Source: an optimization exercise on an open RTL-to-GDS flow (aim: small area, a short achievable clock period and few clock cycles per item). Production flows keep margins and buffers that such runs may drop. Function was checked by simulation only, so behaviour that the tests miss may differ from the original. Power figures rest on the tool's default switching activity, not on a simulated workload.

$ cat flow/config.mk
export PLATFORM = sky130hd
export DESIGN_NAME = pen_event_throttle_core
export DESIGN_NICKNAME = pen_event_throttle_core
export VERILOG_FILES = /design/flow/design.v
export SDC_FILE = /design/flow/constraint.sdc
export NUM_CORES = 4
export LEC_CHECK = 0
export CAP_MARGIN = 20
export CORE_MARGIN = 2
export CORE_UTILIZATION = 40
export SLEW_MARGIN = 20
$ cat flow/constraint.sdc
create_clock -name core_clock -period 12.0 [get_ports {clk}]
set_input_delay 2.4000 -clock core_clock [delete_from_list [all_inputs] [get_ports {clk}]]
set_output_delay 2.4000 -clock core_clock [all_outputs]
set_load 0.01 [all_outputs]
$ cat flow/design.v
package pet_pkg;
  localparam int CoordW = 16;
  localparam int TimeW  = 32;
  localparam int OpW    = 3;
  localparam int CfgIdxW = 3;
  localparam int CfgDataW = 16;
  localparam int MulW = 32;
  localparam int NumW = 50;
  localparam int DenW = 23;
  localparam logic [OpW-1:0] OP_DOWN    = 3'd0;
  localparam logic [OpW-1:0] OP_UP      = 3'd1;
  localparam logic [OpW-1:0] OP_MOVE    = 3'd2;
  localparam logic [OpW-1:0] OP_GESTURE = 3'd3;
  localparam logic [CfgIdxW-1:0] REG_TAP_RADIUS     = 3'd0;
  localparam logic [CfgIdxW-1:0] REG_TAP_RADIUS_MIN = 3'd1;
  localparam logic [CfgIdxW-1:0] REG_SHRINK_PERIOD  = 3'd2;
  localparam logic [CfgIdxW-1:0] REG_SHRINK_PERCENT = 3'd3;
  localparam logic [CfgIdxW-1:0] REG_MAX_MOVE_RATE  = 3'd4;
  localparam logic [CfgIdxW-1:0] REG_MAX_GEST_RATE  = 3'd5;
  localparam logic [9:0] RATE_SCALE    = 10'd1000;
  localparam logic [6:0] PERCENT_SCALE = 7'd100;
  typedef struct packed {
    logic            start;
    logic [NumW-1:0] num;
    logic [DenW-1:0] den;
  } div_req_t;
  typedef struct packed {
    logic            done;
    logic [NumW-1:0] quo;
  } div_rsp_t;
endpackage
module pet_mul (
  input  logic                         clk,
  input  logic [pet_pkg::MulW-1:0]     a,
  input  logic [pet_pkg::MulW-1:0]     b,
  output logic [2*pet_pkg::MulW-1:0]   p
);
  always_ff @(posedge clk) begin
    p <= a * b;
  end
endmodule
module pet_div (
  input  logic              clk,
  input  logic              rst,
  input  pet_pkg::div_req_t req,
  output pet_pkg::div_rsp_t rsp
);
  localparam int NumW = pet_pkg::NumW;
  localparam int DenW = pet_pkg::DenW;
  localparam int CntW = $clog2(NumW);
  logic            busy;
  logic            done;
  logic [CntW-1:0] count;
  logic [NumW-1:0] quo;
  logic [DenW-1:0] rem;
  logic [DenW-1:0] den;
  logic [DenW:0]   rem_sh;
  logic [DenW:0]   rem_diff;
  logic            ge;
  logic [DenW-1:0] rem_next;
  assign rem_sh   = {rem, quo[NumW-1]};
  assign ge       = rem_sh >= {1'b0, den};
  assign rem_diff = rem_sh - {1'b0, den};
  assign rem_next = ge ? rem_diff[DenW-1:0] : rem_sh[DenW-1:0];
  always_ff @(posedge clk) begin
    if (rst) begin
      busy <= 1'b0;
      done <= 1'b0;
    end else begin
      done <= 1'b0;
      if (req.start) begin
        busy <= 1'b1;
      end else if (busy && count == CntW'(NumW - 1)) begin
        busy <= 1'b0;
        done <= 1'b1;
      end
    end
  end
  always_ff @(posedge clk) begin
    if (req.start) begin
      count <= '0;
      quo   <= req.num;
      rem   <= '0;
      den   <= req.den;
    end else if (busy) begin
      count <= count + 1'b1;
      quo   <= {quo[NumW-2:0], ge};
      rem   <= rem_next;
    end
  end
  assign rsp.done = done;
  assign rsp.quo  = quo;
endmodule
module pen_event_throttle_core (
  input  logic        clk,
  input  logic        rst,
  input  logic        s_tvalid,
  output logic        s_tready,
  input  logic [63:0] s_tdata,    
  input  logic [2:0]  s_tuser,    
  output logic        m_tvalid,
  input  logic        m_tready,
  output logic [31:0] m_tdata,    
  output logic        m_tuser,    
  input  logic        cfg_valid,
  output logic        cfg_ready,
  input  logic [2:0]  cfg_index,
  input  logic [15:0] cfg_data
);
  localparam int MulW = pet_pkg::MulW;
  localparam int NumW = pet_pkg::NumW;
  localparam logic [3:0] S_IDLE  = 4'd0;
  localparam logic [3:0] S_DEC   = 4'd1;
  localparam logic [3:0] S_RATE  = 4'd2;
  localparam logic [3:0] S_RCMP  = 4'd3;
  localparam logic [3:0] S_RP    = 4'd4;
  localparam logic [3:0] S_NUM   = 4'd5;
  localparam logic [3:0] S_DEN   = 4'd6;
  localparam logic [3:0] S_DIVGO = 4'd7;
  localparam logic [3:0] S_DIV   = 4'd8;
  localparam logic [3:0] S_R2    = 4'd9;
  localparam logic [3:0] S_DX    = 4'd10;
  localparam logic [3:0] S_DY    = 4'd11;
  localparam logic [3:0] S_CMP   = 4'd12;
  localparam logic [3:0] S_OUT   = 4'd13;
  logic [3:0] state;
  logic [11:0] tap_radius;
  logic [11:0] tap_radius_min;
  logic [15:0] shrink_period_ms;
  logic [6:0]  shrink_percent;
  logic [9:0]  max_move_rate_hz;
  logic [9:0]  max_gesture_rate_hz;
  logic        tap_tracking;
  logic [15:0] last_move_x;
  logic [15:0] last_move_y;
  logic [31:0] last_move_time;
  logic [31:0] last_down_time;
  logic [15:0] last_gesture_x;
  logic [15:0] last_gesture_y;
  logic [31:0] last_gesture_time;
  logic [2:0]  op;
  logic [15:0] x;
  logic [15:0] y;
  logic [31:0] t;
  logic            drop;
  logic [11:0]     radius;
  logic [NumW-1:0] num;
  logic [23:0]     radius_sq;
  logic [31:0]     dx_sq;
  logic            out_drop;
  logic [15:0]     out_x;
  logic [15:0]     out_y;
  logic [MulW-1:0]   mul_a;
  logic [MulW-1:0]   mul_b;
  logic [2*MulW-1:0] mul_p;
  pet_pkg::div_req_t div_req;
  pet_pkg::div_rsp_t div_rsp;
  logic [31:0] delta_move;
  logic [31:0] delta_gest;
  logic [31:0] touch;
  logic [31:0] delta_sel;
  logic [10:0] rate_lim;
  logic        touch_long;
  logic [15:0] period_eff;
  logic [15:0] mag_dx;
  logic [15:0] mag_dy;
  logic        gest_near;
  logic        same_pos;
  logic        move_rate_hit;
  logic        gest_rate_hit;
  logic [11:0] rad_diff;
  logic [11:0] radius_shrunk;
  logic [32:0] dist_sq;
  logic        out_free;
  function automatic logic [15:0] abs_diff(input logic [15:0] a, input logic [15:0] b);
    logic signed [16:0] d;
    logic [16:0]        m;
    d = $signed({a[15], a}) - $signed({b[15], b});
    m = d[16] ? 17'(-d) : 17'(d);
    abs_diff = m[15:0];
  endfunction
  function automatic logic rate_hit(input logic [31:0] d);
    rate_hit = !d[31] && d != 32'd0 && d <= {22'd0, pet_pkg::RATE_SCALE};
  endfunction
  assign delta_move = t - last_move_time;
  assign delta_gest = t - last_gesture_time;
  assign touch      = t - last_down_time;
  assign touch_long = !touch[31] && touch[30:0] > {15'd0, shrink_period_ms};
  assign period_eff = (shrink_period_ms == 16'd0) ? 16'd1 : shrink_period_ms;
  assign mag_dx     = abs_diff(last_move_x, x);
  assign mag_dy     = abs_diff(last_move_y, y);
  assign gest_near  = abs_diff(last_gesture_x, x) < {4'd0, tap_radius} &&
                      abs_diff(last_gesture_y, y) < {4'd0, tap_radius};
  assign same_pos   = x == last_move_x && y == last_move_y;
  assign move_rate_hit = rate_hit(delta_move);
  assign gest_rate_hit = rate_hit(delta_gest);
  assign delta_sel  = (op == pet_pkg::OP_MOVE) ? delta_move : delta_gest;
  assign rate_lim   = (op == pet_pkg::OP_MOVE) ? ({1'b0, max_move_rate_hz} + 11'd1)
                                               : ({1'b0, max_gesture_rate_hz} + 11'd1);
  assign rad_diff   = tap_radius - div_rsp.quo[11:0];
  assign radius_shrunk = (div_rsp.quo >= {{(NumW-12){1'b0}}, tap_radius} ||
                          rad_diff < tap_radius_min) ? tap_radius_min : rad_diff;
  assign dist_sq    = {1'b0, dx_sq} + {1'b0, mul_p[31:0]};
  assign out_free   = !m_tvalid || m_tready;
  always_comb begin
    mul_a = '0;
    mul_b = '0;
    case (state)
      S_RATE: begin
        mul_a = {22'd0, delta_sel[9:0]};
        mul_b = {21'd0, rate_lim};
      end
      S_RP: begin
        mul_a = {20'd0, tap_radius};
        mul_b = {25'd0, shrink_percent};
      end
      S_NUM: begin
        mul_a = {13'd0, mul_p[18:0]};
        mul_b = {1'b0, touch[30:0]};
      end
      S_DEN: begin
        mul_a = {16'd0, period_eff};
        mul_b = {25'd0, pet_pkg::PERCENT_SCALE};
      end
      S_R2: begin
        mul_a = {20'd0, radius};
        mul_b = {20'd0, radius};
      end
      S_DX: begin
        mul_a = {16'd0, mag_dx};
        mul_b = {16'd0, mag_dx};
      end
      S_DY: begin
        mul_a = {16'd0, mag_dy};
        mul_b = {16'd0, mag_dy};
      end
      default: begin
        mul_a = '0;
        mul_b = '0;
      end
    endcase
  end
  assign div_req.start = state == S_DIVGO;
  assign div_req.num   = num;
  assign div_req.den   = mul_p[pet_pkg::DenW-1:0];
  pet_mul u_mul (
    .clk (clk),
    .a   (mul_a),
    .b   (mul_b),
    .p   (mul_p)
  );
  pet_div u_div (
    .clk (clk),
    .rst (rst),
    .req (div_req),
    .rsp (div_rsp)
  );
  assign cfg_ready = 1'b1;
  always_ff @(posedge clk) begin
    if (rst) begin
      tap_radius          <= 12'd10;
      tap_radius_min      <= 12'd2;
      shrink_period_ms    <= 16'd100;
      shrink_percent      <= 7'd10;
      max_move_rate_hz    <= 10'd60;
      max_gesture_rate_hz <= 10'd60;
    end else if (cfg_valid) begin
      case (cfg_index)
        pet_pkg::REG_TAP_RADIUS:     tap_radius          <= cfg_data[11:0];
        pet_pkg::REG_TAP_RADIUS_MIN: tap_radius_min      <= cfg_data[11:0];
        pet_pkg::REG_SHRINK_PERIOD:  shrink_period_ms    <= cfg_data;
        pet_pkg::REG_SHRINK_PERCENT: shrink_percent      <= cfg_data[6:0];
        pet_pkg::REG_MAX_MOVE_RATE:  max_move_rate_hz    <= cfg_data[9:0];
        pet_pkg::REG_MAX_GEST_RATE:  max_gesture_rate_hz <= cfg_data[9:0];
        default: begin
        end
      endcase
    end
  end
  always_ff @(posedge clk) begin
    if (rst) begin
      state             <= S_IDLE;
      m_tvalid          <= 1'b0;
      tap_tracking      <= 1'b0;
      last_move_x       <= 16'hFFFF;
      last_move_y       <= 16'hFFFF;
      last_move_time    <= '0;
      last_down_time    <= '0;
      last_gesture_x    <= 16'hFFFF;
      last_gesture_y    <= 16'hFFFF;
      last_gesture_time <= '0;
    end else begin
      if (state == S_OUT && out_free) begin
        m_tvalid <= 1'b1;
      end else if (m_tready) begin
        m_tvalid <= 1'b0;
      end
      case (state)
        S_IDLE: begin
          if (s_tvalid) begin
            state <= S_DEC;
          end
        end
        S_DEC: begin
          case (op)
            pet_pkg::OP_MOVE: begin
              if (tap_tracking) begin
                state <= touch_long ? S_RP : S_R2;
              end else if (same_pos) begin
                state <= S_OUT;
              end else begin
                state <= move_rate_hit ? S_RATE : S_OUT;
              end
            end
            pet_pkg::OP_GESTURE: begin
              state <= gest_rate_hit ? S_RATE : S_OUT;
            end
            default: begin
              state <= S_OUT;
            end
          endcase
        end
        S_RATE:  state <= S_RCMP;
        S_RCMP:  state <= S_OUT;
        S_RP:    state <= S_NUM;
        S_NUM:   state <= S_DEN;
        S_DEN:   state <= S_DIVGO;
        S_DIVGO: state <= S_DIV;
        S_DIV: begin
          if (div_rsp.done) begin
            state <= S_R2;
          end
        end
        S_R2:    state <= S_DX;
        S_DX:    state <= S_DY;
        S_DY:    state <= S_CMP;
        S_CMP:   state <= S_OUT;
        S_OUT: begin
          if (out_free) begin
            state <= S_IDLE;
            case (op)
              pet_pkg::OP_DOWN: begin
                last_move_x    <= x;
                last_move_y    <= y;
                last_down_time <= t;
                last_move_time <= t;
                tap_tracking   <= 1'b1;
              end
              pet_pkg::OP_UP: begin
                last_move_x    <= '0;
                last_move_y    <= '0;
                last_down_time <= '0;
                last_move_time <= '0;
                tap_tracking   <= 1'b0;
              end
              pet_pkg::OP_MOVE: begin
                if (!drop) begin
                  last_move_x    <= x;
                  last_move_y    <= y;
                  last_move_time <= t;
                  tap_tracking   <= 1'b0;
                end
              end
              pet_pkg::OP_GESTURE: begin
                if (!drop) begin
                  last_gesture_x    <= x;
                  last_gesture_y    <= y;
                  last_gesture_time <= t;
                end
              end
              default: begin
              end
            endcase
          end
        end
        default: state <= S_IDLE;
      endcase
    end
  end
  always_ff @(posedge clk) begin
    case (state)
      S_IDLE: begin
        if (s_tvalid) begin
          op <= s_tuser;
          x  <= s_tdata[15:0];
          y  <= s_tdata[31:16];
          t  <= s_tdata[63:32];
        end
      end
      S_DEC: begin
        radius <= tap_radius;
        if (op == pet_pkg::OP_MOVE) begin
          drop <= same_pos;
        end else if (op == pet_pkg::OP_GESTURE) begin
          drop <= gest_near;
        end else begin
          drop <= 1'b0;
        end
      end
      S_RCMP: begin
        drop <= mul_p <= {54'd0, pet_pkg::RATE_SCALE} ||
                (op == pet_pkg::OP_GESTURE && gest_near);
      end
      S_DEN: num <= mul_p[NumW-1:0];
      S_DIV: begin
        if (div_rsp.done) begin
          radius <= radius_shrunk;
        end
      end
      S_DX:  radius_sq <= mul_p[23:0];
      S_DY:  dx_sq <= mul_p[31:0];
      S_CMP: drop <= dist_sq < {9'd0, radius_sq};
      S_OUT: begin
        if (out_free) begin
          out_drop <= drop;
          if (op == pet_pkg::OP_UP && tap_tracking) begin
            out_x <= last_move_x;
            out_y <= last_move_y;
          end else begin
            out_x <= x;
            out_y <= y;
          end
        end
      end
      default: begin
      end
    endcase
  end
  assign s_tready = state == S_IDLE;
  assign m_tdata  = {out_y, out_x};
  assign m_tuser  = out_drop;
endmodule
$ cat flow/run.sh
#!/bin/bash
# synth_recipe.tcl (not shown) runs the flow's synth.tcl, then flattens the netlist and writes it again
# the make line also repeats each setting of config.mk as NAME=value (left out here)
make -C /OpenROAD-flow-scripts/flow DESIGN_CONFIG=/design/flow/config.mk WORK_HOME=/design/flow/orfs CLKGATE_MAP_FILE= SYNTH_SCRIPT=/design/flow/synth_recipe.tcl finish
==> out/results.txt <==
Die Span Y -> 378 um
crit start category -> flip-flop
initial core utilization -> 40.2%
Crit-path slowest cell -> a221o_1
top_reg_cell synth -> dfxtp_1
maximum root-to-sink buffer count -> 3
Peak VDD IR -> 0.127 mV
via count -> 46,500
dpl cell area -> 0.0596 mm2
synth warn -> 3
GR Overflow Total -> 0
Max-slew headroom -> 20.0%
EDFF count, synth -> 292
Worst R2R Start -> y[0]
Detail Route Antenna Nets -> 0
Reg clk slew, reported paths -> 0.06 ns
Pre-antenna DRT Iters -> 8
Syn Nets -> 7,505
largest net degree at the start of global routing -> 94
Rows -> 137
PwrDens -> 159 mW/mm2
DR DRC count -> 0
first-pass GRT wire length -> 272,000 um
Routed wire per std cell -> 20.5 um
Fmax achieved -> 87.9 MHz
vias in the first global route -> 46,300
WP data arrival -> 11.99 ns
run status -> no timing/DRC/antenna violations
CP Capture Type -> flip-flop
setup_tns -> 0 ns
CP Max Fanout -> 14
clock latency (worst-skew pair) -> 0.70 ns
cell leakage power -> 26.8 nW
layout cells sized above 1 -> 4.65%
post-DR vias/cell -> 5.50
Final Cell Area -> 0.0621 mm2
most common cell after layout, fill and taps aside -> nand2_1
net count reported at finish -> 7,561
Tcrit/Tclk final -> 94.8%
flop2flop setup slack -> 0.62 ns
Synth Cell Area -> 0.0561 mm2
Hold Buf Count CTS -> 0
Routability Congestion -> 0.944
final setup fails -> 0
HP Start -> last_move_time[24]
Worst Tran Pin Value -> 1.20 ns
H-tree depth -> 3
R2R cell count -> 37
Area Overhead vs Synth -> 10.9%
Syn Area/Cell -> 8.67 um2
post-DP HPWL -> 134,000 um
placeable core region -> 0.139 mm2
RSZ-0062 raised after global routing -> false
Seq. cell area -> 0.0151 mm2
Worst Hold Endpoint -> last_move_time[24]
area of the multi-input gates -> 0.0367 mm2
Crit path required time -> 12.61 ns
DR iter-0 viols -> 4,066
post-synthesis cell count -> 6,463
most used cell, CP -> fa_1
die area -> 0.143 mm2
Clock Skews -> 0.0268 ns
number of distinct library cells after synthesis -> 99
reg2reg end -> u_mul.p[48]
total track usage -> 24.5%
fin crit period -> 11.38 ns
I/O Buffers -> 125
io pins -> 127
CTS tree -> yes
initial antenna violation count -> 4
most frequent cells in the layout -> nand2_1 (992), inv_1 (925), fa_1 (502)
hold depth -> 2
Async S/R FF share, synth -> 0%
critical path type -> reg -> reg
Slew Limit Fails -> 0
sequential-to-total area share from yosys stat -> 26.9%
clk sinks -> 606
Hold Vio Cnt, Final -> 0
# fillers -> 13,500
largest stage delay on the critical path -> 0.80 ns
synthesized flop and latch total -> 606
Min-Delay Path Class -> reg -> reg
die width -> 378 um
Num CTS Buffers -> 73
total wire length -> 173,000 um
Max Cap Violations -> 0
clock root buffer -> clkbuf_16
final total power -> 9.85 mW
state kept, by name, indices dropped and copies added (netlist names), 23 cells and up:
signal,count
last_down_time,32
u_div.rem,23
u_mul.p,50
last_gesture_time,32
num,50
u_div.quo,50
dx_sq,32
last_move_time,32
t,32
radius_sq,24
u_div.den,23
per-layer routing:
| layer | up-vias | GRT usage, % | part of all wire [%] |
|---|---|---|---|
| li1 | 21900 | - | - |
| met1 | 22900 | 34.2 | 46 |
| met2 | 1433 | 38.1 | 44 |
| met3 | 304 | 4.70 | 7.1 |
| met4 | 4 | 7.80 | 3.2 |
| met5 | - | 0 | 0.016 |
critical path, delay by kind of cell, from the launching register on:
kind | cells | cell delay (ns)
AOI/OAI and AO/OA | 15 | 4.88
adders and majority gates | 9 | 4.26
and+or+nand+nor | 6 | 1.13
DFF | 1 | 0.46
xor gates and xnor gates | 2 | 0.28
buffers and inverters | 5 | 0.27
layout make-up:
cell class	count	area share, %
multi-input cells	4676	59.0
flip-flops and latches	606	24.2
inverters	928	5.61
well taps	1876	3.78
repair buffers	234	3.37
clock buffers	93	3.19
clock inverters	41	0.805
diodes	1	0.00403
through the flow:
step / hold slack [ns] / worst slack, ns / utilization, % / cells
floorplan: 0.409 / 2.27 / - / 6463
global placement: 0.422 / 0.829 / 42.8 / 8317
detailed placement: 0.435 / 0.692 / 42.8 / 8318
CTS: 0.451 / 0.593 / 44.6 / 8452
global route: 0.464 / 0.0298 / 44.6 / 8454
finish: 0.449 / 0.620 / 44.6 / 8455
worst max-delay path by stage:
| stage | startpoint | to | slack, ns | depth (start not counted) |
|---|---|---|---|---|
| 2_1_floorplan | y[2] | u_mul.p[49] | 2.27 | 39 |
| 3_3_place_gp | y[0] | u_mul.p[48] | 0.83 | 36 |
| 3_5_place_dp | y[0] | u_mul.p[48] | 0.69 | 36 |
| 4_1_cts | y[0] | u_mul.p[48] | 0.59 | 36 |
| 5_1_grt | y[0] | u_mul.p[48] | 0.03 | 37 |
| 6_report | y[0] | u_mul.p[48] | 0.62 | 37 |
power breakdown:
part	switching [mW]	total [mW]	internal (mW)	leakage, nW
clock	0.966	2.30	1.34	1.21
combinational	3.13	4.82	1.69	20.4
sequential	0.275	2.73	2.46	5.21
cell families (layout without fill, tap and decap cells):
kind of cell / Yosys count / after routing / share of synthesized area [%]
muxes: 35 / 35 / 0.638
DFF: 606 / 606 / 26.9
adders and majority gates: 951 / 951 / 28.0
and+or+nand+nor: 2139 / 2139 / 17.9
other: 1 / 2 / 0.00669
xor gates and xnor gates: 238 / 238 / 3.72
buffers and inverters: 1181 / 1296 / 7.95
AOI/OAI and AO/OA: 1312 / 1312 / 15.0
timing repair:
item / in CTS / in global routing
setup endpoints to repair: 0 / 2
gates resized for setup: 0 / 0
buffers inserted: 0 / 2
hold endpoints to repair: 0 / 0
Yosys cell counts, types with 30 or more instances:
| cell | instances | area, um2 |
|---|---|---|
| nand3_1 | 168 | 841 |
| o21ai_0 | 270 | 1350 |
| xor2_1 | 100 | 876 |
| dfxtp_1 | 314 | 6290 |
| o21a_1 | 55 | 413 |
| nor4_1 | 45 | 282 |
| nor3_1 | 89 | 445 |
| o211ai_1 | 70 | 526 |
| nand2b_1 | 55 | 344 |
| a21o_1 | 97 | 728 |
| nand2_1 | 996 | 3740 |
| a211oi_1 | 41 | 308 |
| inv_1 | 925 | 3470 |
| clkbuf_1 | 236 | 886 |
| nand4_1 | 37 | 231 |
| and2_1 | 149 | 932 |
| nor3b_1 | 44 | 330 |
| edfxtp_1 | 292 | 8770 |
| ha_1 | 449 | 5620 |
| nor2b_1 | 63 | 394 |
| o21bai_1 | 30 | 225 |
| a21oi_1 | 438 | 2190 |
| xnor2_1 | 138 | 1210 |
| nor2_1 | 307 | 1150 |
| a31oi_1 | 33 | 206 |
| or3_1 | 42 | 263 |
| and3_1 | 46 | 288 |
| fa_1 | 502 | 10000 |
Testbench counts, summed over its fixed seeds: cycles 19,517, items 2,459.

==> port drivers added, routing unchanged <==
The flow's constraints put no driver on any port. The routed layout listed below was extracted and timed again, unchanged, in two steps.
Step 1 sets driving cells, clkbuf_16 on the clock port and buf_2 on the other inputs (assumed; they add their load-dependent delay and slew).
Step 2, shift: input delay + t, output delay - t, t = (earliest + latest rising clock arrival at the registers) / 2. This alone moves slack from input paths to output paths.
a / b / c = ideal ports / drivers / drivers and shift; a / b = the first two.
t, ns: 0.752
slack for setup (ns): 0.620 / 0.620 / 0.620
clock arrival spread, ns: 0.031 / 0.031
slew at the worst register clock pin (ns): 0.06 / 0.06
cell pins on the clock port's net: 1
After both steps this run still meets setup and hold. The setup slack of this run moves by 0.000 ns with the drivers and by 0.000 ns with both steps.
